This design comes from an exercise in tuning for small area, a short achievable clock period and few clock cycles per item on the open sky130 flow, not from production work. Only simulation tests tie the RTL to the original design; equivalence was not proved.

==> job 1515: inputs <==
==> flow/design.v <==
package dmc_pkg;
    localparam int DMC_LINES       = 16;
    localparam int DMC_BLOCK_BYTES = 4;
    localparam int DMC_MEM_BYTES   = 256;
    localparam int DMC_ADDR_W = 8;
    localparam int DMC_DATA_W = 8;
    localparam int DMC_OP_W   = 2;
    typedef enum logic [DMC_OP_W-1:0] {
        OP_READ    = 2'd0,
        OP_WRITE   = 2'd1,
        OP_PRELOAD = 2'd2,
        OP_NOP     = 2'd3
    } op_t;
    typedef enum logic [6:0] {
        ST_IDLE   = 7'b0000001,
        ST_LOOKUP = 7'b0000010,
        ST_FILL   = 7'b0000100,
        ST_DRAIN  = 7'b0001000,
        ST_RDWAIT = 7'b0010000,
        ST_UPD    = 7'b0100000,
        ST_DONE   = 7'b1000000
    } state_t;
endpackage
module dmc_ram (
    input  logic        aclk,
    input  logic [3:0]  wtag_ohn,
    input  logic [15:0] widx_ohn,
    input  logic [3:0]  woff_ohn,
    input  logic [7:0]  wdata,
    input  logic [63:0] rblk_oh,
    output logic [31:0] rblock
);
    logic [31:0] mem [64];
    always_ff @(posedge aclk) begin
        for (int t = 0; t < 4; t++) begin
            for (int i = 0; i < 16; i++) begin
                for (int b = 0; b < 4; b++) begin
                    if (!(wtag_ohn[t] || widx_ohn[i] || woff_ohn[b])) begin
                        mem[16 * t + i][8*b +: 8] <= wdata;
                    end
                end
            end
        end
    end
    always_comb begin
        rblock = '0;
        for (int j = 0; j < 64; j++) begin
            rblock = rblock | (mem[j] & {32{rblk_oh[j]}});
        end
    end
endmodule
module dmc_tag_store (
    input  logic        aclk,
    input  logic        aresetn,
    input  logic [15:0] we_oh,
    input  logic [1:0]  wtag,
    input  logic [31:0] wline,
    input  logic [15:0] ridx_oh,
    output logic        rvalid,
    output logic [1:0]  rtag,
    output logic [31:0] rline
);
    logic        valid_reg [16];
    logic [1:0]  tag_reg   [16];
    logic [31:0] line_reg  [16];
    always_ff @(posedge aclk) begin
        for (int i = 0; i < 16; i++) begin
            if (!aresetn) begin
                valid_reg[i] <= 1'b0;
            end else if (we_oh[i]) begin
                valid_reg[i] <= 1'b1;
            end
            if (we_oh[i]) begin
                tag_reg[i]  <= wtag;
                line_reg[i] <= wline;
            end
        end
    end
    always_comb begin
        rvalid = 1'b0;
        rtag   = '0;
        rline  = '0;
        for (int i = 0; i < 16; i++) begin
            rvalid = rvalid | (valid_reg[i] & ridx_oh[i]);
            rtag   = rtag   | (tag_reg[i]   & {2{ridx_oh[i]}});
            rline  = rline  | (line_reg[i]  & {32{ridx_oh[i]}});
        end
    end
endmodule
module direct_mapped_write_through_cache (
    input  logic                            aclk,
    input  logic                            aresetn,
    input  logic                            s_valid,
    output logic                            s_ready,
    input  logic [dmc_pkg::DMC_OP_W-1:0]    s_opcode,
    input  logic [dmc_pkg::DMC_ADDR_W-1:0]  s_addr,
    input  logic [dmc_pkg::DMC_DATA_W-1:0]  s_write_data,
    output logic                            m_valid,
    input  logic                            m_ready,
    output logic [dmc_pkg::DMC_DATA_W-1:0]  m_read_data,
    output logic                            m_hit
);
    localparam int SD = 3;    
    logic        a_valid;
    logic [1:0]  a_op;
    logic [7:0]  a_addr;
    logic [7:0]  a_wd;
    logic [15:0] a_idx_oh;
    logic [3:0]  a_tag_oh;
    logic [63:0] a_blk_oh;    
    logic        b_valid;
    logic        b_rd, b_wr, b_pl;
    logic [7:0]  b_addr;
    logic [7:0]  b_wd;
    logic        b_rw;        
    logic        b_wp;        
    logic [15:0] b_lwe;       
    logic [3:0]  b_wtag_ohn;  
    logic [15:0] b_idx_ohn;   
    logic [3:0]  b_off_ohn;   
    logic [3:0]  b_off_oh;
    logic [31:0] b_blk;       
    logic [3:0]  b_mfwd;      
    logic [7:0]  b_pwd;       
    logic [31:0] b_line;      
    logic [1:0]  b_tag;
    logic        b_v;
    logic       o_valid;
    logic [7:0] o_data, o_data_n;
    logic       o_hit, o_hit_n;
    logic       s_valid_q [SD];
    logic [7:0] s_data    [SD];
    logic       s_hit     [SD];
    logic [4:1] cnt;          
    logic       ready_reg;
    logic        accept, pop, hold;
    logic [31:0] rd_blk, rd_line;
    logic [1:0]  rd_tag;
    logic        rd_v;
    logic        a_rw, a_wp;
    logic        hit;
    logic [31:0] blk_f, base, line_new;
    logic [7:0]  res_data;
    logic        res_hit;
    logic        lfwd;
    logic [3:0]  mfwd;
    assign accept = s_valid && ready_reg;
    assign pop    = o_valid && m_ready;
    assign hold   = o_valid && !m_ready;
    assign a_rw = aresetn && a_valid && (a_op == dmc_pkg::OP_READ || a_op == dmc_pkg::OP_WRITE);
    assign a_wp = aresetn && a_valid && (a_op == dmc_pkg::OP_WRITE || a_op == dmc_pkg::OP_PRELOAD);
    dmc_tag_store u_tags (
        .aclk    (aclk),
        .aresetn (aresetn),
        .we_oh   (b_lwe),
        .wtag    (b_addr[7:6]),
        .wline   (line_new),
        .ridx_oh (a_idx_oh),
        .rvalid  (rd_v),
        .rtag    (rd_tag),
        .rline   (rd_line)
    );
    dmc_ram u_main_ram (
        .aclk    (aclk),
        .wtag_ohn (b_wtag_ohn),
        .widx_ohn (b_idx_ohn),
        .woff_ohn (b_off_ohn),
        .wdata   (b_wd),
        .rblk_oh (a_blk_oh),
        .rblock  (rd_blk)
    );
    assign lfwd = b_rw && (b_addr[5:2] == a_addr[5:2]);
    always_comb begin
        for (int k = 0; k < 4; k++) begin
            mfwd[k] = b_wp && (b_addr[7:2] == a_addr[7:2]) && b_off_oh[k];
        end
    end
    assign hit = b_v && (b_tag == b_addr[7:6]);
    always_comb begin
        for (int k = 0; k < 4; k++) begin
            blk_f[8*k +: 8]    = b_mfwd[k] ? b_pwd : b_blk[8*k +: 8];
            base[8*k +: 8]     = hit ? b_line[8*k +: 8] : blk_f[8*k +: 8];
            line_new[8*k +: 8] = (b_wr && b_off_oh[k]) ? b_wd : base[8*k +: 8];
        end
    end
    always_comb begin
        res_data = '0;
        if (b_rd) begin
            for (int k = 0; k < 4; k++) begin
                res_data = res_data | (base[8*k +: 8] & {8{b_off_oh[k]}});
            end
        end else if (b_wr || b_pl) begin
            res_data = b_wd;
        end
        res_hit = (b_rd || b_wr) && hit;
    end
    always_ff @(posedge aclk) begin
        a_op   <= s_opcode;
        a_addr <= s_addr;
        a_wd   <= s_write_data;
        for (int i = 0; i < 16; i++) begin
            a_idx_oh[i] <= (s_addr[5:2] == 4'(i));
        end
        for (int t = 0; t < 4; t++) begin
            a_tag_oh[t] <= (s_addr[7:6] == 2'(t));
        end
        for (int j = 0; j < 64; j++) begin
            a_blk_oh[j] <= accept && (s_addr[7:2] == 6'(j));
        end
        b_rd   <= (a_op == dmc_pkg::OP_READ);
        b_wr   <= (a_op == dmc_pkg::OP_WRITE);
        b_pl   <= (a_op == dmc_pkg::OP_PRELOAD);
        b_addr <= a_addr;
        b_wd   <= a_wd;
        b_rw   <= a_rw;
        b_wp   <= a_wp;
        for (int i = 0; i < 16; i++) begin
            b_lwe[i]     <= a_rw && a_idx_oh[i];
            b_idx_ohn[i] <= !a_idx_oh[i];
        end
        for (int t = 0; t < 4; t++) begin
            b_wtag_ohn[t] <= !(a_wp && a_tag_oh[t]);
        end
        for (int k = 0; k < 4; k++) begin
            b_off_oh[k]  <= (a_addr[1:0] == 2'(k));
            b_off_ohn[k] <= (a_addr[1:0] != 2'(k));
        end
        b_blk  <= rd_blk;
        b_mfwd <= mfwd;
        b_pwd  <= b_wd;
        b_line <= lfwd ? line_new : rd_line;
        b_tag  <= lfwd ? b_addr[7:6] : rd_tag;
        b_v    <= lfwd ? 1'b1 : rd_v;
        if (!aresetn) begin
            a_valid <= 1'b0;
            b_valid <= 1'b0;
        end else begin
            a_valid <= accept;
            b_valid <= a_valid;
        end
    end
    always_ff @(posedge aclk) begin
        logic       o_take_q;
        logic       o_take_r;
        logic       r_to_q;
        logic       shift;
        o_take_q = !hold && s_valid_q[0];
        o_take_r = !hold && !s_valid_q[0];
        shift    = o_take_q;
        r_to_q   = b_valid && !o_take_r;
        if (hold) begin
            o_data <= ~o_data_n;
            o_hit  <= ~o_hit_n;
        end else if (s_valid_q[0]) begin
            o_data <= s_data[0];
            o_hit  <= s_hit[0];
        end else begin
            o_data <= res_data;
            o_hit  <= res_hit;
        end
        if (!hold) begin
            o_data_n <= ~(s_valid_q[0] ? s_data[0] : res_data);
            o_hit_n  <= ~(s_valid_q[0] ? s_hit[0]  : res_hit);
        end
        for (int i = 0; i < SD; i++) begin
            logic nv;
            logic take;
            nv   = (i + 1 < SD) ? s_valid_q[(i + 1) % SD] : 1'b0;
            take = r_to_q && (shift ? (s_valid_q[i] && !nv)
                                    : (!s_valid_q[i] && (i == 0 || s_valid_q[(i + SD - 1) % SD])));
            if (take) begin
                s_data[i] <= res_data;
                s_hit[i]  <= res_hit;
            end else if (shift && (i + 1 < SD)) begin
                s_data[i] <= s_data[(i + 1) % SD];
                s_hit[i]  <= s_hit[(i + 1) % SD];
            end
            if (!aresetn) begin
                s_valid_q[i] <= 1'b0;
            end else if (take) begin
                s_valid_q[i] <= 1'b1;
            end else if (shift) begin
                s_valid_q[i] <= nv;
            end
        end
        if (!aresetn) begin
            o_valid <= 1'b0;
        end else begin
            o_valid <= hold || s_valid_q[0] || b_valid;
        end
    end
    always_ff @(posedge aclk) begin
        if (!aresetn) begin
            cnt       <= '0;
            ready_reg <= 1'b1;
        end else begin
            if (accept && !pop) begin
                cnt <= {cnt[3:1], 1'b1};
            end else if (pop && !accept) begin
                cnt <= {1'b0, cnt[4:2]};
            end
            ready_reg <= !(!pop && (cnt[4] || (cnt[3] && s_valid)));
        end
    end
    assign s_ready     = ready_reg;
    assign m_valid     = o_valid;
    assign m_read_data = o_data;
    assign m_hit       = o_hit;
endmodule
==> flow/run.sh <==
#!/bin/bash
# synth_recipe.tcl (not shown) runs the flow's synth.tcl, then flattens the netlist and writes it again
# the make line also repeats each setting of config.mk as NAME=value (left out here)
make -C /OpenROAD-flow-scripts/flow DESIGN_CONFIG=/design/flow/config.mk WORK_HOME=/design/flow/orfs CLKGATE_MAP_FILE= SYNTH_SCRIPT=/design/flow/synth_recipe.tcl finish
==> flow/config.mk <==
export PLATFORM = sky130hd
export DESIGN_NAME = direct_mapped_write_through_cache
export DESIGN_NICKNAME = direct_mapped_write_through_cache
export VERILOG_FILES = /design/flow/design.v
export SDC_FILE = /design/flow/constraint.sdc
export NUM_CORES = 4
export LEC_CHECK = 0
export ABC_CLOCK_PERIOD_IN_PS = 2300
export CAP_MARGIN = 20
export CORE_MARGIN = 2
export CORE_UTILIZATION = 70
export CTS_CLUSTER_DIAMETER = 80
export CTS_CLUSTER_SIZE = 28
export SETUP_SLACK_MARGIN = 3.5
export SLEW_MARGIN = 20
==> flow/constraint.sdc <==
create_clock -name core_clock -period 6.0 [get_ports {aclk}]
set_input_delay 1.2000 -clock core_clock [delete_from_list [all_inputs] [get_ports {aclk}]]
set_output_delay 1.2000 -clock core_clock [all_outputs]
set_load 0.01 [all_outputs]
==> inputs of job 1991, as changes to job 1515 <==
--- a/flow/design.v
+++ b/flow/design.v
@@ -27,7 +27,8 @@
     input  logic [15:0] widx_ohn,
     input  logic [3:0]  woff_ohn,
     input  logic [7:0]  wdata,
-    input  logic [63:0] rblk_oh,
+    input  logic [3:0]  rtag_oh,
+    input  logic [15:0] ridx_oh,
     output logic [31:0] rblock
 );
     logic [31:0] mem [64];
@@ -43,9 +44,14 @@
         end
     end
     always_comb begin
+        logic [31:0] grp;
         rblock = '0;
-        for (int j = 0; j < 64; j++) begin
-            rblock = rblock | (mem[j] & {32{rblk_oh[j]}});
+        for (int t = 0; t < 4; t++) begin
+            grp = '0;
+            for (int i = 0; i < 16; i++) begin
+                grp = grp | (mem[16 * t + i] & {32{ridx_oh[i]}});
+            end
+            rblock = rblock | (grp & {32{rtag_oh[t]}});
         end
     end
 endmodule
@@ -107,7 +113,6 @@
     logic [7:0]  a_wd;
     logic [15:0] a_idx_oh;
     logic [3:0]  a_tag_oh;
-    logic [63:0] a_blk_oh;    
     logic        b_valid;
     logic        b_rd, b_wr, b_pl;
     logic [7:0]  b_addr;
@@ -166,7 +171,8 @@
         .widx_ohn (b_idx_ohn),
         .woff_ohn (b_off_ohn),
         .wdata   (b_wd),
-        .rblk_oh (a_blk_oh),
+        .rtag_oh (a_tag_oh),
+        .ridx_oh (a_idx_oh),
         .rblock  (rd_blk)
     );
     assign lfwd = b_rw && (b_addr[5:2] == a_addr[5:2]);
@@ -204,9 +210,6 @@
         for (int t = 0; t < 4; t++) begin
             a_tag_oh[t] <= (s_addr[7:6] == 2'(t));
         end
-        for (int j = 0; j < 64; j++) begin
-            a_blk_oh[j] <= accept && (s_addr[7:2] == 6'(j));
-        end
         b_rd   <= (a_op == dmc_pkg::OP_READ);
         b_wr   <= (a_op == dmc_pkg::OP_WRITE);
         b_pl   <= (a_op == dmc_pkg::OP_PRELOAD);
SETUP_SLACK_MARGIN = 3.7   (was 3.5)
==> inputs of job 3071, as changes to job 1515 <==
--- a/flow/design.v
+++ b/flow/design.v
@@ -27,7 +27,8 @@
     input  logic [15:0] widx_ohn,
     input  logic [3:0]  woff_ohn,
     input  logic [7:0]  wdata,
-    input  logic [63:0] rblk_oh,
+    input  logic [3:0]  rtag_oh,
+    input  logic [15:0] ridx_oh,
     output logic [31:0] rblock
 );
     logic [31:0] mem [64];
@@ -43,9 +44,14 @@
         end
     end
     always_comb begin
+        logic [31:0] grp;
         rblock = '0;
-        for (int j = 0; j < 64; j++) begin
-            rblock = rblock | (mem[j] & {32{rblk_oh[j]}});
+        for (int t = 0; t < 4; t++) begin
+            grp = '0;
+            for (int i = 0; i < 16; i++) begin
+                grp = grp | (mem[16 * t + i] & {32{ridx_oh[i]}});
+            end
+            rblock = rblock | (grp & {32{rtag_oh[t]}});
         end
     end
 endmodule
@@ -107,7 +113,6 @@
     logic [7:0]  a_wd;
     logic [15:0] a_idx_oh;
     logic [3:0]  a_tag_oh;
-    logic [63:0] a_blk_oh;    
     logic        b_valid;
     logic        b_rd, b_wr, b_pl;
     logic [7:0]  b_addr;
@@ -166,7 +171,8 @@
         .widx_ohn (b_idx_ohn),
         .woff_ohn (b_off_ohn),
         .wdata   (b_wd),
-        .rblk_oh (a_blk_oh),
+        .rtag_oh (a_tag_oh),
+        .ridx_oh (a_idx_oh),
         .rblock  (rd_blk)
     );
     assign lfwd = b_rw && (b_addr[5:2] == a_addr[5:2]);
@@ -204,9 +210,6 @@
         for (int t = 0; t < 4; t++) begin
             a_tag_oh[t] <= (s_addr[7:6] == 2'(t));
         end
-        for (int j = 0; j < 64; j++) begin
-            a_blk_oh[j] <= accept && (s_addr[7:2] == 6'(j));
-        end
         b_rd   <= (a_op == dmc_pkg::OP_READ);
         b_wr   <= (a_op == dmc_pkg::OP_WRITE);
         b_pl   <= (a_op == dmc_pkg::OP_PRELOAD);
CTS_CLUSTER_SIZE = 25   (was 28)
SETUP_SLACK_MARGIN = 3.7   (was 3.5)
==> flow_metrics.tcl <==
set metrics [dict create \
    timing.reg2reg.worst_path_depth 6 \
    non_clock_inverter_count 50 \
    status "finished clean" \
    detail_route.wirelength_mm 366 \
    drt_first_iter_violations 14202 \
    syn_nets 5745 \
    placedCellCount 7663 \
    grt_pass1_vias 59073 \
    dr_wl_met2_mm 152 \
    internal_power_mw 26.8 \
    fp-row-count 141 \
    worst_ep_arrival_time_ns 3.25 \
    grt_start_max_net_pins 174 \
]
the above is filed under job 1515

==> flow_metrics.tcl <==
set metrics [dict create \
    detail_route.wirelength_mm 310 \
    dr_wl_met2_mm 139 \
    non_clock_inverter_count 42 \
    fp-row-count 140 \
    grt_pass1_vias 56985 \
    timing.reg2reg.worst_path_depth 5 \
    status "finished clean" \
    syn_nets 5804 \
]
the above is filed under job 1991

==> flow_metrics.tcl <==
set metrics [dict create \
    status "finished clean" \
    detail_route.wirelength_mm 310 \
    syn_nets 5804 \
    dr_wl_met2_mm 139 \
    grt_pass1_vias 57273 \
    fp-row-count 140 \
    internal_power_mw 27.0 \
    non_clock_inverter_count 42 \
    grt_start_max_net_pins 164 \
    timing.reg2reg.worst_path_depth 6 \
    worst_ep_arrival_time_ns 1.33 \
]
the above is filed under job 3071

Testbench counts of job 1515, summed over its fixed seeds: cycles 12,024, items 12,000.
Testbench counts of job 1991, summed over its fixed seeds: cycles 12,024, items 12,000.
Testbench counts of job 3071, summed over its fixed seeds: cycles 12,024, items 12,000.

## separate check: timing with driven ports
In the flow no input, the clock included, has a driving cell. The finished layouts below were timed again as built, in two steps.
Step 1 (the two cells are an assumption about what drives the block):
set clk [get_ports {aclk}]
set_driving_cell -lib_cell sky130_fd_sc_hd__clkbuf_16 $clk
set_driving_cell -lib_cell sky130_fd_sc_hd__buf_2 [delete_from_list [all_inputs] $clk]
Step 2 times the ports against the registers' clock, not the clock port: input delays grow and output delays shrink by t, the midpoint of the rising clock arrivals with the driver on.
Three values: ideal ports, drivers, drivers and shift; two values: the first two.
run	t (ns)	setup slack, ns	clock arrival spread, ns	worst data-port slew with drivers (ns)	pins driven straight from the clock port
job 1515	0.898	3.286 / 3.286 / 2.732	0.043 / 0.042	0.06	1
job 1991	0.877	3.490 / 3.402 / 2.954	0.040 / 0.040	0.12	1
job 3071	0.890	3.468 / 3.381 / 2.923	0.040 / 0.040	0.12	1
After both steps setup and hold are still met in every run listed. The setup slack of job 1515, which loses most, moves by 0.000 ns with the drivers and by -0.554 ns with both steps.
